Context: an optimization exercise on an open-source flow, tuned for small area. The choices shown serve that exercise and are no tape-out recipe.
At most, simulation tests tie the RTL to the original design; equivalence was not proved.
Power is estimated from default activity; no workload was simulated.

==> module ofm_maxpool_rx, before the edit <==
module ofm_maxpool_rx #(
    parameter int unsigned DW = ofm_maxpool_rx_pkg::OFM_DW,
    parameter int unsigned N  = ofm_maxpool_rx_pkg::OFM_N
) (
    input  logic          clk,
    input  logic          rst,
    input  logic          in_valid,
    input  logic [DW-1:0] In_OFM,
    output logic          busy,
    output logic          overrun,
    output logic          out_valid,
    output logic [DW-1:0] Out_Pool
);
    localparam int unsigned PN    = N - 1;
    localparam int unsigned NS    = PN * PN;
    localparam int unsigned IDX_W = $clog2(N);
    logic               r_pool;
    logic [IDX_W-1:0]   r_row, r_col;
    logic               r_busy, r_overrun, r_out_valid;
    logic [DW-1:0]      r_out_pool;
    logic [DW-1:0]      qn [NS];       
    logic w_pool_last, w_col0, w_col_end, w_row_end;
    logic w_shift, w_rot, w_fold_end, w_fold_prev;
    logic w_cap, w_s_gt_q0, w_s_gt_qt, w_s_gt_qp, w_take_s;
    logic [DW-1:0] w_hn;
    function automatic logic f_gt(input logic [DW-1:0] a, input logic [DW-1:0] bn);
        logic g;
        g = 1'b0;
        for (int i = 0; i < DW; i++)
            g = (a[i] & bn[i]) | (~(~a[i] & ~bn[i]) & g);
        f_gt = g;
    endfunction
    function automatic logic [IDX_W-1:0] f_inc(input logic [IDX_W-1:0] i);
        f_inc = '0;
        for (int k = 0; k < N - 1; k++)
            if (i == IDX_W'(k))
                f_inc = IDX_W'(k + 1);
    endfunction
    logic [IDX_W-1:0] w_row_inc, w_col_inc;
    assign w_row_inc   = f_inc(r_row);
    assign w_col_inc   = f_inc(r_col);
    assign w_col0      = (r_col == '0);
    assign w_col_end   = (r_col == IDX_W'(PN));
    assign w_row_end   = (r_row == IDX_W'(PN));
    assign w_pool_last = r_pool && (r_row == '0) && w_col0;
    assign w_cap       = !r_pool;
    assign w_shift     = r_pool || (in_valid && !w_col_end && !w_row_end);
    assign w_rot       = in_valid && w_row_end && !w_col_end;
    assign w_fold_end  = in_valid && w_col_end;
    assign w_fold_prev = w_cap && !w_col0;
    assign w_s_gt_q0 = f_gt(In_OFM, qn[0]);
    assign w_s_gt_qt = f_gt(In_OFM, qn[PN-1]);
    assign w_s_gt_qp = f_gt(In_OFM, qn[PN]);
    assign w_take_s  = w_fold_prev && w_s_gt_q0;
    always_ff @(posedge clk) begin
        if (w_shift || w_rot || (w_fold_end && w_s_gt_q0))
            qn[0] <= (w_rot && !w_s_gt_qt) ? qn[PN-1] : ~In_OFM;
        if (w_shift || w_rot)
            qn[1] <= w_take_s ? ~In_OFM : qn[0];
        for (int i = 2; i < PN; i++)
            if (w_shift || w_rot)
                qn[i] <= qn[i-1];
        if (w_shift || (w_fold_end && !w_row_end && w_s_gt_qp))
            qn[PN] <= (w_shift && !(w_cap && w_s_gt_qt)) ? qn[PN-1] : ~In_OFM;
        if (w_shift)
            qn[PN+1] <= (w_fold_prev && w_s_gt_qp) ? ~In_OFM : qn[PN];
        for (int i = PN + 2; i < NS; i++)
            if (w_shift)
                qn[i] <= qn[i-1];
    end
    always_ff @(posedge clk) begin
        if (rst) begin
            r_pool      <= 1'b0;
            r_row       <= '0;
            r_col       <= '0;
            r_busy      <= 1'b0;
            r_overrun   <= 1'b0;
            r_out_valid <= 1'b0;
            r_out_pool  <= '0;
        end else begin
            if (r_pool) begin
                if (w_pool_last) begin
                    r_pool <= 1'b0;
                    if (in_valid) r_col <= IDX_W'(1);
                end else if (r_col == IDX_W'(PN - 1)) begin
                    r_col <= '0;
                    r_row <= (r_row == IDX_W'(PN - 1)) ? '0 : w_row_inc;
                end else begin
                    r_col <= w_col_inc;
                end
            end else if (in_valid) begin
                if (w_col_end) begin
                    r_col <= '0;
                    if (w_row_end) begin
                        r_row  <= '0;
                        r_col  <= IDX_W'(1);
                        r_pool <= 1'b1;
                    end else begin
                        r_row <= w_row_inc;
                    end
                end else begin
                    r_col <= w_col_inc;
                end
            end
            r_busy      <= r_pool && !w_pool_last;
            r_overrun   <= r_pool && !w_pool_last && in_valid;
            r_out_valid <= r_pool;
            r_out_pool  <= r_pool ? ~qn[NS-1] : '0;
        end
    end
    assign busy      = r_busy;
    assign overrun   = r_overrun;
    assign out_valid = r_out_valid;
    assign Out_Pool  = r_out_pool;
endmodule
export LEC_CHECK = 0
export ABC_AREA = 1
export CAP_MARGIN = 20
export CORE_MARGIN = 2
export CORE_UTILIZATION = 60
export CTS_BUF_LIST = sky130_fd_sc_hd__clkbuf_8
export CTS_CLUSTER_DIAMETER = 80
export CTS_CLUSTER_SIZE = 16
export SLEW_MARGIN = 20
create_clock -name core_clock -period 10.0 [get_ports {clk}]
standard.sh (not shown) runs the stock make flow with config.mk's settings and CLKGATE_MAP_FILE= SYNTH_SCRIPT=/design/flow/synth_recipe.tcl, a recipe that flattens the netlist after the stock synthesis.
==> flow/flow/run.sh <==
#!/bin/bash
# Own layout flow: the standard ORFS flow (standard.sh) with two changes.
#  - Synthesis is the standard flow's own script (synth_recipe.tcl), but the final ABC
#    technology mapping uses an area-oriented script (flow/area.abc) in
#    place of ORFS's abc_area.script. Registers are untouched (ABC maps
#    only the combinational logic).
#  - Port buffers are the smallest buffer cell (buf_1).
# Each tool's full output is in standard.log (make, yosys, openroad).
set -euo pipefail
W=$(pwd)
export FLOW_ABC_SCRIPT="$W/flow/area.abc"
export FLOW_SYNTH_TCL="$W/synth_recipe.tcl"
CTS_ARGS="-sink_clustering_enable -repair_clock_nets -sink_clustering_size 18 -sink_clustering_max_diameter 80 -buf_list sky130_fd_sc_hd__clkbuf_8 -dont_use_dummy_load"
bash standard.sh "SYNTH_SCRIPT=$W/flow/synth.tcl" "CTS_ARGS=$CTS_ARGS" \
    "BUFFER_PORTS_ARGS=-buffer_cell sky130_fd_sc_hd__buf_1" finish > standard.log 2>&1
==> flow/flow/area.abc <==
&get -n
&st
&syn2
&dch -f
&nf -R 1000
&put
topo
==> flow/flow/synth.tcl <==
# synth_recipe.tcl with one change: the abc call that maps the logic to
# cells runs flow/area.abc instead of the script ORFS passes with -script.
proc abc {args} {
  set i [lsearch -exact $args -script]
  if { $i >= 0 } { lset args [expr { $i + 1 }] $::env(FLOW_ABC_SCRIPT) }
  puts "abc wrapper: [join $args { }]"
  yosys abc {*}$args
}
source $::env(FLOW_SYNTH_TCL)
Change:
--- a/flow/design.v
+++ b/flow/design.v
@@ -46,4 +46,5 @@
     localparam int unsigned IDX_W = $clog2(N);
     logic               r_pool;
+    logic               r_q0_gt_qp;    
     logic [IDX_W-1:0]   r_row, r_col;
     logic               r_busy, r_overrun, r_out_valid;
@@ -52,5 +53,5 @@
     logic w_pool_last, w_col0, w_col_end, w_row_end;
     logic w_shift, w_rot, w_fold_end, w_fold_prev;
-    logic w_cap, w_s_gt_q0, w_s_gt_qt, w_s_gt_qp, w_take_s;
+    logic w_s_gt_q0, w_s_gt_qt, w_h_gt_qp, w_take_s;
     logic [DW-1:0] w_hn;
     function automatic logic f_gt(input logic [DW-1:0] a, input logic [DW-1:0] bn);
@@ -74,28 +75,32 @@
     assign w_row_end   = (r_row == IDX_W'(PN));
     assign w_pool_last = r_pool && (r_row == '0) && w_col0;
-    assign w_cap       = !r_pool;
     assign w_shift     = r_pool || (in_valid && !w_col_end && !w_row_end);
     assign w_rot       = in_valid && w_row_end && !w_col_end;
     assign w_fold_end  = in_valid && w_col_end;
-    assign w_fold_prev = w_cap && !w_col0;
+    assign w_fold_prev = !r_pool && !w_col0;
     assign w_s_gt_q0 = f_gt(In_OFM, qn[0]);
     assign w_s_gt_qt = f_gt(In_OFM, qn[PN-1]);
-    assign w_s_gt_qp = f_gt(In_OFM, qn[PN]);
     assign w_take_s  = w_fold_prev && w_s_gt_q0;
+    assign w_hn      = w_take_s ? ~In_OFM : qn[0];
+    assign w_h_gt_qp = w_take_s ? f_gt(In_OFM, qn[PN]) : r_q0_gt_qp;
     always_ff @(posedge clk) begin
         if (w_shift || w_rot || (w_fold_end && w_s_gt_q0))
             qn[0] <= (w_rot && !w_s_gt_qt) ? qn[PN-1] : ~In_OFM;
         if (w_shift || w_rot)
-            qn[1] <= w_take_s ? ~In_OFM : qn[0];
+            qn[1] <= w_hn;
         for (int i = 2; i < PN; i++)
             if (w_shift || w_rot)
                 qn[i] <= qn[i-1];
-        if (w_shift || (w_fold_end && !w_row_end && w_s_gt_qp))
-            qn[PN] <= (w_shift && !(w_cap && w_s_gt_qt)) ? qn[PN-1] : ~In_OFM;
+        if (w_shift || (w_fold_end && !w_row_end && w_h_gt_qp))
+            qn[PN] <= w_shift ? qn[PN-1] : w_hn;
         if (w_shift)
-            qn[PN+1] <= (w_fold_prev && w_s_gt_qp) ? ~In_OFM : qn[PN];
+            qn[PN+1] <= (w_fold_prev && w_h_gt_qp) ? w_hn : qn[PN];
         for (int i = PN + 2; i < NS; i++)
             if (w_shift)
                 qn[i] <= qn[i-1];
+    end
+    always_ff @(posedge clk) begin
+        if (in_valid)
+            r_q0_gt_qp <= w_s_gt_qt;
     end
     always_ff @(posedge clk) begin
=> Area after synthesis is higher by about 0.8%; total power is higher by 0.45%; routed wire length is higher by 8.3%; clock power stays flat; fmax is higher by about 2.5%; register-to-register slack gets better by 90 ps; sequential power hardly moves; utilization is higher by 0.16 points; die area is higher by 0.76%; global-route usage is higher by 1.1 points; worst hold slack gets worse by 4.2 ps; cell count is higher by about 2%; synthesized cell count is higher by about 3.4%; clock-buffer cell count does not change.

* * *

ofm_maxpool_rx, a different RTL version from the one above (not shown whole).
Size in the first run: roughly 1400 cells after synthesis, about 660 flip-flops, about 78 I/O pins, ~23000 um2 of cells after synthesis.
==> module ofm_maxpool_rx, before the edit <==
module ofm_maxpool_rx #(
    parameter int unsigned DW = ofm_maxpool_rx_pkg::OFM_DW,
    parameter int unsigned N  = ofm_maxpool_rx_pkg::OFM_N
) (
    input  logic          clk,
    input  logic          rst,
    input  logic          in_valid,
    input  logic [DW-1:0] In_OFM,
    output logic          busy,
    output logic          overrun,
    output logic          out_valid,
    output logic [DW-1:0] Out_Pool
);
    localparam int unsigned PN    = N - 1;
    localparam int unsigned NS    = PN * PN;
    localparam int unsigned IDX_W = $clog2(N);
    logic               r_pool;
    logic [IDX_W-1:0]   r_row, r_col;
    logic               r_busy, r_overrun, r_out_valid;
    logic [DW-1:0]      r_out_pool;
    logic [DW-1:0]      q [NS+1];
    logic w_pool_last, w_col0, w_col_end, w_row_end;
    logic w_shift, w_rot;
    logic w_s_gt_q0, w_h_gt_qp;
    logic [DW-1:0] w_h;
    function automatic logic f_gt(input logic [DW-1:0] a, input logic [DW-1:0] b);
        logic g;
        g = 1'b0;
        for (int i = 0; i < DW; i++)
            g = (a[i] & ~b[i]) | (a[i] & g) | (~b[i] & g);
        f_gt = g;
    endfunction
    assign w_col0      = (r_col == '0);
    assign w_col_end   = (r_col == IDX_W'(PN));
    assign w_row_end   = (r_row == IDX_W'(PN));
    assign w_pool_last = r_pool && (r_row == '0) && w_col0;
    assign w_shift = r_pool || (in_valid && !w_col0 && !w_row_end);
    assign w_rot   = in_valid && !w_col0 && w_row_end;
    assign w_s_gt_q0 = f_gt(In_OFM, q[0]);
    assign w_h       = w_s_gt_q0 ? In_OFM : q[0];
    assign w_h_gt_qp = f_gt(w_h, ~q[PN]);
    always_ff @(posedge clk) begin
        if (in_valid)
            q[0] <= In_OFM;
        if (w_shift || w_rot)
            q[1] <= (w_rot && !w_h_gt_qp) ? q[PN] : ~w_h;
        for (int i = 2; i <= PN; i++)
            if (w_shift || w_rot)
                q[i] <= q[i-1];
        if (w_shift)
            q[PN+1] <= (!r_pool && w_h_gt_qp) ? ~w_h : q[PN];
        for (int i = PN + 2; i <= NS; i++)
            if (w_shift)
                q[i] <= q[i-1];
    end
    always_ff @(posedge clk) begin
        if (rst) begin
            r_pool      <= 1'b0;
            r_row       <= '0;
            r_col       <= '0;
            r_busy      <= 1'b0;
            r_overrun   <= 1'b0;
            r_out_valid <= 1'b0;
            r_out_pool  <= '0;
        end else begin
            if (r_pool) begin
                if (w_pool_last) begin
                    r_pool <= 1'b0;
                    if (in_valid) r_col <= IDX_W'(1);
                end else if (r_col == IDX_W'(PN - 1)) begin
                    r_col <= '0;
                    r_row <= (r_row == IDX_W'(PN - 1)) ? '0 : r_row + 1'b1;
                end else begin
                    r_col <= r_col + 1'b1;
                end
            end else if (in_valid) begin
                if (w_col_end) begin
                    r_col <= '0;
                    if (w_row_end) begin
                        r_row  <= '0;
                        r_col  <= IDX_W'(1);
                        r_pool <= 1'b1;
                    end else begin
                        r_row <= r_row + 1'b1;
                    end
                end else begin
                    r_col <= r_col + 1'b1;
                end
            end
            r_busy      <= r_pool && !w_pool_last;
            r_overrun   <= r_pool && !w_pool_last && in_valid;
            r_out_valid <= r_pool;
            r_out_pool  <= r_pool ? ~q[NS] : '0;
        end
    end
    assign busy      = r_busy;
    assign overrun   = r_overrun;
    assign out_valid = r_out_valid;
    assign Out_Pool  = r_out_pool;
endmodule
==> flow/config.mk <==
export PLATFORM = sky130hd
export DESIGN_NAME = ofm_maxpool_rx
export DESIGN_NICKNAME = ofm_maxpool_rx
export VERILOG_FILES = /design/flow/design.v
export SDC_FILE = /design/flow/constraint.sdc
export NUM_CORES = 4
export LEC_CHECK = 0
export ABC_AREA = 1
export CAP_MARGIN = 20
export CORE_MARGIN = 2
export CORE_UTILIZATION = 60
export CTS_BUF_LIST = sky130_fd_sc_hd__clkbuf_8
export CTS_CLUSTER_DIAMETER = 80
export CTS_CLUSTER_SIZE = 20
export SLEW_MARGIN = 20
==> flow/constraint.sdc <==
create_clock -name core_clock -period 10.0 [get_ports {clk}]
set_input_delay 2.0000 -clock core_clock [delete_from_list [all_inputs] [get_ports {clk}]]
set_output_delay 2.0000 -clock core_clock [all_outputs]
set_load 0.01 [all_outputs]
run.sh (not shown) runs the stock make flow with config.mk's settings and CLKGATE_MAP_FILE= SYNTH_SCRIPT=/design/flow/synth_recipe.tcl, a recipe that flattens the netlist after the stock synthesis.
Stock flow here: none of the scripts above is used.
Edit:
--- a/flow/design.v
+++ b/flow/design.v
@@ -68,17 +68,17 @@
     assign w_rot   = in_valid && !w_col0 && w_row_end;
     assign w_s_gt_q0 = f_gt(In_OFM, q[0]);
     assign w_h       = w_s_gt_q0 ? In_OFM : q[0];
-    assign w_h_gt_qp = f_gt(w_h, ~q[PN]);
+    assign w_h_gt_qp = f_gt(w_h, q[PN]);
     always_ff @(posedge clk) begin
         if (in_valid)
             q[0] <= In_OFM;
         if (w_shift || w_rot)
-            q[1] <= (w_rot && !w_h_gt_qp) ? q[PN] : ~w_h;
+            q[1] <= (w_rot && !w_h_gt_qp) ? q[PN] : w_h;
         for (int i = 2; i <= PN; i++)
             if (w_shift || w_rot)
                 q[i] <= q[i-1];
         if (w_shift)
-            q[PN+1] <= (!r_pool && w_h_gt_qp) ? ~w_h : q[PN];
+            q[PN+1] <= (!r_pool && w_h_gt_qp) ? w_h : q[PN];
         for (int i = PN + 2; i <= NS; i++)
             if (w_shift)
                 q[i] <= q[i-1];
@@ -120,7 +120,7 @@
             r_busy      <= r_pool && !w_pool_last;
             r_overrun   <= r_pool && !w_pool_last && in_valid;
             r_out_valid <= r_pool;
-            r_out_pool  <= r_pool ? ~q[NS] : '0;
+            r_out_pool  <= r_pool ? q[NS] : '0;
         end
     end
     assign busy      = r_busy;
Outcome: The changed run completed without violations; final cell count came out higher by 3.1%; sequential share of layout area came out lower by 0.35 points; global-route usage stays flat; sequential power is about the same; worst hold slack gets better by 0.0074 ns; count of clock-buffer cells in the layout came out lower by 1.
No run of this note included a check of the RTL's function; only the layout flow was run.

* * *

ofm_maxpool_rx, a different RTL version from the one above (not shown whole).
For scale: roughly 620 flip-flops, about 78 I/O pins, ~22,000 um^2 of cells after synthesis.
==> module ofm_maxpool_rx, before the edit <==
module ofm_maxpool_rx #(
    parameter int unsigned DW = ofm_maxpool_rx_pkg::OFM_DW,
    parameter int unsigned N  = ofm_maxpool_rx_pkg::OFM_N
) (
    input  logic          clk,
    input  logic          rst,
    input  logic          in_valid,
    input  logic [DW-1:0] In_OFM,
    output logic          busy,
    output logic          overrun,
    output logic          out_valid,
    output logic [DW-1:0] Out_Pool
);
    localparam int unsigned PN    = N - 1;
    localparam int unsigned NS    = PN * PN;
    localparam int unsigned IDX_W = $clog2(N);
    logic               r_pool;
    logic [IDX_W-1:0]   r_row, r_col;
    logic               r_busy, r_overrun, r_out_valid;
    logic [DW-1:0]      r_out_pool;
    logic [DW-1:0]      qn [NS];       
    logic w_pool_last, w_col0, w_col_end, w_row_end;
    logic w_shift, w_rot, w_fold_end, w_fold_prev;
    logic w_s_gt_q0, w_s_gt_qt, w_h_gt_qp, w_take_s;
    logic [DW-1:0] w_hn;
    function automatic logic f_gt(input logic [DW-1:0] a, input logic [DW-1:0] bn);
        logic g;
        g = 1'b0;
        for (int i = 0; i < DW; i++)
            g = (a[i] & bn[i]) | (~(~a[i] & ~bn[i]) & g);
        f_gt = g;
    endfunction
    assign w_col0      = (r_col == '0);
    assign w_col_end   = (r_col == IDX_W'(PN));
    assign w_row_end   = (r_row == IDX_W'(PN));
    assign w_pool_last = r_pool && (r_row == '0) && w_col0;
    assign w_shift     = r_pool || (in_valid && !w_col_end && !w_row_end);
    assign w_rot       = in_valid && w_row_end && !w_col_end;
    assign w_fold_end  = in_valid && w_col_end;
    assign w_fold_prev = !r_pool && !w_col0;
    assign w_s_gt_q0 = f_gt(In_OFM, qn[0]);
    assign w_s_gt_qt = f_gt(In_OFM, qn[PN-1]);
    assign w_take_s  = w_fold_prev && w_s_gt_q0;
    assign w_hn      = w_take_s ? ~In_OFM : qn[0];
    assign w_h_gt_qp = w_take_s ? f_gt(In_OFM, qn[PN]) : f_gt(~qn[0], qn[PN]);
    always_ff @(posedge clk) begin
        if (w_shift || w_rot || (w_fold_end && w_s_gt_q0))
            qn[0] <= (w_rot && !w_s_gt_qt) ? qn[PN-1] : ~In_OFM;
        if (w_shift || w_rot)
            qn[1] <= w_hn;
        for (int i = 2; i < PN; i++)
            if (w_shift || w_rot)
                qn[i] <= qn[i-1];
        if (w_shift || (w_fold_end && !w_row_end && w_h_gt_qp))
            qn[PN] <= w_shift ? qn[PN-1] : w_hn;
        if (w_shift)
            qn[PN+1] <= (w_fold_prev && w_h_gt_qp) ? w_hn : qn[PN];
        for (int i = PN + 2; i < NS; i++)
            if (w_shift)
                qn[i] <= qn[i-1];
    end
    always_ff @(posedge clk) begin
        if (rst) begin
            r_pool      <= 1'b0;
            r_row       <= '0;
            r_col       <= '0;
            r_busy      <= 1'b0;
            r_overrun   <= 1'b0;
            r_out_valid <= 1'b0;
            r_out_pool  <= '0;
        end else begin
            if (r_pool) begin
                if (w_pool_last) begin
                    r_pool <= 1'b0;
                    if (in_valid) r_col <= IDX_W'(1);
                end else if (r_col == IDX_W'(PN - 1)) begin
                    r_col <= '0;
                    r_row <= (r_row == IDX_W'(PN - 1)) ? '0 : r_row + 1'b1;
                end else begin
                    r_col <= r_col + 1'b1;
                end
            end else if (in_valid) begin
                if (w_col_end) begin
                    r_col <= '0;
                    if (w_row_end) begin
                        r_row  <= '0;
                        r_col  <= IDX_W'(1);
                        r_pool <= 1'b1;
                    end else begin
                        r_row <= r_row + 1'b1;
                    end
                end else begin
                    r_col <= r_col + 1'b1;
                end
            end
            r_busy      <= r_pool && !w_pool_last;
            r_overrun   <= r_pool && !w_pool_last && in_valid;
            r_out_valid <= r_pool;
            r_out_pool  <= r_pool ? ~qn[NS-1] : '0;
        end
    end
    assign busy      = r_busy;
    assign overrun   = r_overrun;
    assign out_valid = r_out_valid;
    assign Out_Pool  = r_out_pool;
endmodule
==> flow/config.mk <==
export PLATFORM = sky130hd
export DESIGN_NAME = ofm_maxpool_rx
export DESIGN_NICKNAME = ofm_maxpool_rx
export VERILOG_FILES = /design/flow/design.v
export SDC_FILE = /design/flow/constraint.sdc
export NUM_CORES = 4
export LEC_CHECK = 0
export ABC_AREA = 1
export CAP_MARGIN = 20
export CORE_MARGIN = 2
export CORE_UTILIZATION = 60
export CTS_BUF_LIST = sky130_fd_sc_hd__clkbuf_8
export CTS_CLUSTER_DIAMETER = 80
export CTS_CLUSTER_SIZE = 16
export SLEW_MARGIN = 20
==> flow/constraint.sdc <==
create_clock -name core_clock -period 10.0 [get_ports {clk}]
set_input_delay 2.0000 -clock core_clock [delete_from_list [all_inputs] [get_ports {clk}]]
set_output_delay 2.0000 -clock core_clock [all_outputs]
set_load 0.01 [all_outputs]
standard.sh (not shown) runs the stock make flow with config.mk's settings and CLKGATE_MAP_FILE= SYNTH_SCRIPT=/design/flow/synth_recipe.tcl, a recipe that flattens the netlist after the stock synthesis.
==> flow/flow/area.abc <==
strash
dch -f
map -D 5000
topo
stime -c
buffer -c
upsize -c -D 5000
dnsize -c -D 5000
Scripts as last shown in full above: flow/flow/run.sh, flow/flow/synth.tcl
==> next run, changes <==
--- a/flow/design.v
+++ b/flow/design.v
@@ -45,6 +45,7 @@
     localparam int unsigned NS    = PN * PN;
     localparam int unsigned IDX_W = $clog2(N);
     logic               r_pool;
+    logic               r_q0_gt_qp;    
     logic [IDX_W-1:0]   r_row, r_col;
     logic               r_busy, r_overrun, r_out_valid;
     logic [DW-1:0]      r_out_pool;
@@ -60,6 +61,15 @@
             g = (a[i] & bn[i]) | (~(~a[i] & ~bn[i]) & g);
         f_gt = g;
     endfunction
+    function automatic logic [IDX_W-1:0] f_inc(input logic [IDX_W-1:0] i);
+        f_inc = '0;
+        for (int k = 0; k < N - 1; k++)
+            if (i == IDX_W'(k))
+                f_inc = IDX_W'(k + 1);
+    endfunction
+    logic [IDX_W-1:0] w_row_inc, w_col_inc;
+    assign w_row_inc   = f_inc(r_row);
+    assign w_col_inc   = f_inc(r_col);
     assign w_col0      = (r_col == '0);
     assign w_col_end   = (r_col == IDX_W'(PN));
     assign w_row_end   = (r_row == IDX_W'(PN));
@@ -72,7 +82,7 @@
     assign w_s_gt_qt = f_gt(In_OFM, qn[PN-1]);
     assign w_take_s  = w_fold_prev && w_s_gt_q0;
     assign w_hn      = w_take_s ? ~In_OFM : qn[0];
-    assign w_h_gt_qp = w_take_s ? f_gt(In_OFM, qn[PN]) : f_gt(~qn[0], qn[PN]);
+    assign w_h_gt_qp = w_take_s ? f_gt(In_OFM, qn[PN]) : r_q0_gt_qp;
     always_ff @(posedge clk) begin
         if (w_shift || w_rot || (w_fold_end && w_s_gt_q0))
             qn[0] <= (w_rot && !w_s_gt_qt) ? qn[PN-1] : ~In_OFM;
@@ -90,6 +100,10 @@
                 qn[i] <= qn[i-1];
     end
     always_ff @(posedge clk) begin
+        if (in_valid)
+            r_q0_gt_qp <= w_s_gt_qt;
+    end
+    always_ff @(posedge clk) begin
         if (rst) begin
             r_pool      <= 1'b0;
             r_row       <= '0;
@@ -105,9 +119,9 @@
                     if (in_valid) r_col <= IDX_W'(1);
                 end else if (r_col == IDX_W'(PN - 1)) begin
                     r_col <= '0;
-                    r_row <= (r_row == IDX_W'(PN - 1)) ? '0 : r_row + 1'b1;
+                    r_row <= (r_row == IDX_W'(PN - 1)) ? '0 : w_row_inc;
                 end else begin
-                    r_col <= r_col + 1'b1;
+                    r_col <= w_col_inc;
                 end
             end else if (in_valid) begin
                 if (w_col_end) begin
@@ -117,10 +131,10 @@
                         r_col  <= IDX_W'(1);
                         r_pool <= 1'b1;
                     end else begin
-                        r_row <= r_row + 1'b1;
+                        r_row <= w_row_inc;
                     end
                 end else begin
-                    r_col <= r_col + 1'b1;
+                    r_col <= w_col_inc;
                 end
             end
             r_busy      <= r_pool && !w_pool_last;
Effect:
- global-route usage came out lower by 0.83 points
- non-clock buffer count stays the same
- maximum frequency came out higher by 6.9%
- register-to-register slack gains 0.42 ns
- via count came out lower by 9.5%
- worst setup slack gains 0.51 ns
- core utilization came out higher by 0.14 points

## static timing again, ports no longer ideal
In the flow no input, the clock included, has a driving cell. The finished layouts below were timed again as built, in two steps.
Step 1 assumes that a clkbuf_16 drives the clock port and a buf_2 every other input.
Step 2 times the ports against the registers' clock, not the clock port: input delays grow and output delays shrink by t, the midpoint of the rising clock arrivals with the driver on.
a / b / c = ideal / step 1 / step 2; a / b = the first two.
run | t, ns | slack for setup (ns) | hold slack, ns | worst setup path after step 2
the first run of note 1 | 0.589 | 2.636 / 2.663 / 2.074 | 0.402 / 0.402 / 0.402 | input to register
the second run of note 1 | 0.597 | 2.818 / 2.849 / 2.253 | 0.398 / 0.398 / 0.398 | input to register
the first run of note 2 | 0.659 | 2.264 / 2.273 / 1.614 | 0.405 / 0.405 / 0.405 | input to register
the second run of note 2 | 0.653 | 2.660 / 2.641 / 1.989 | 0.413 / 0.413 / 0.413 | input to register
the first run of note 3 | 0.658 | 2.088 / 2.112 / 1.454 | 0.397 / 0.397 / 0.397 | input to register
the second run of note 3 | 0.631 | 2.602 / 2.629 / 1.997 | 0.399 / 0.399 / 0.399 | input to register
After both steps setup and hold are still met in every run listed. The setup slack of the second run of note 2, which loses most, moves by -0.019 ns with the drivers and by -0.671 ns with both steps.
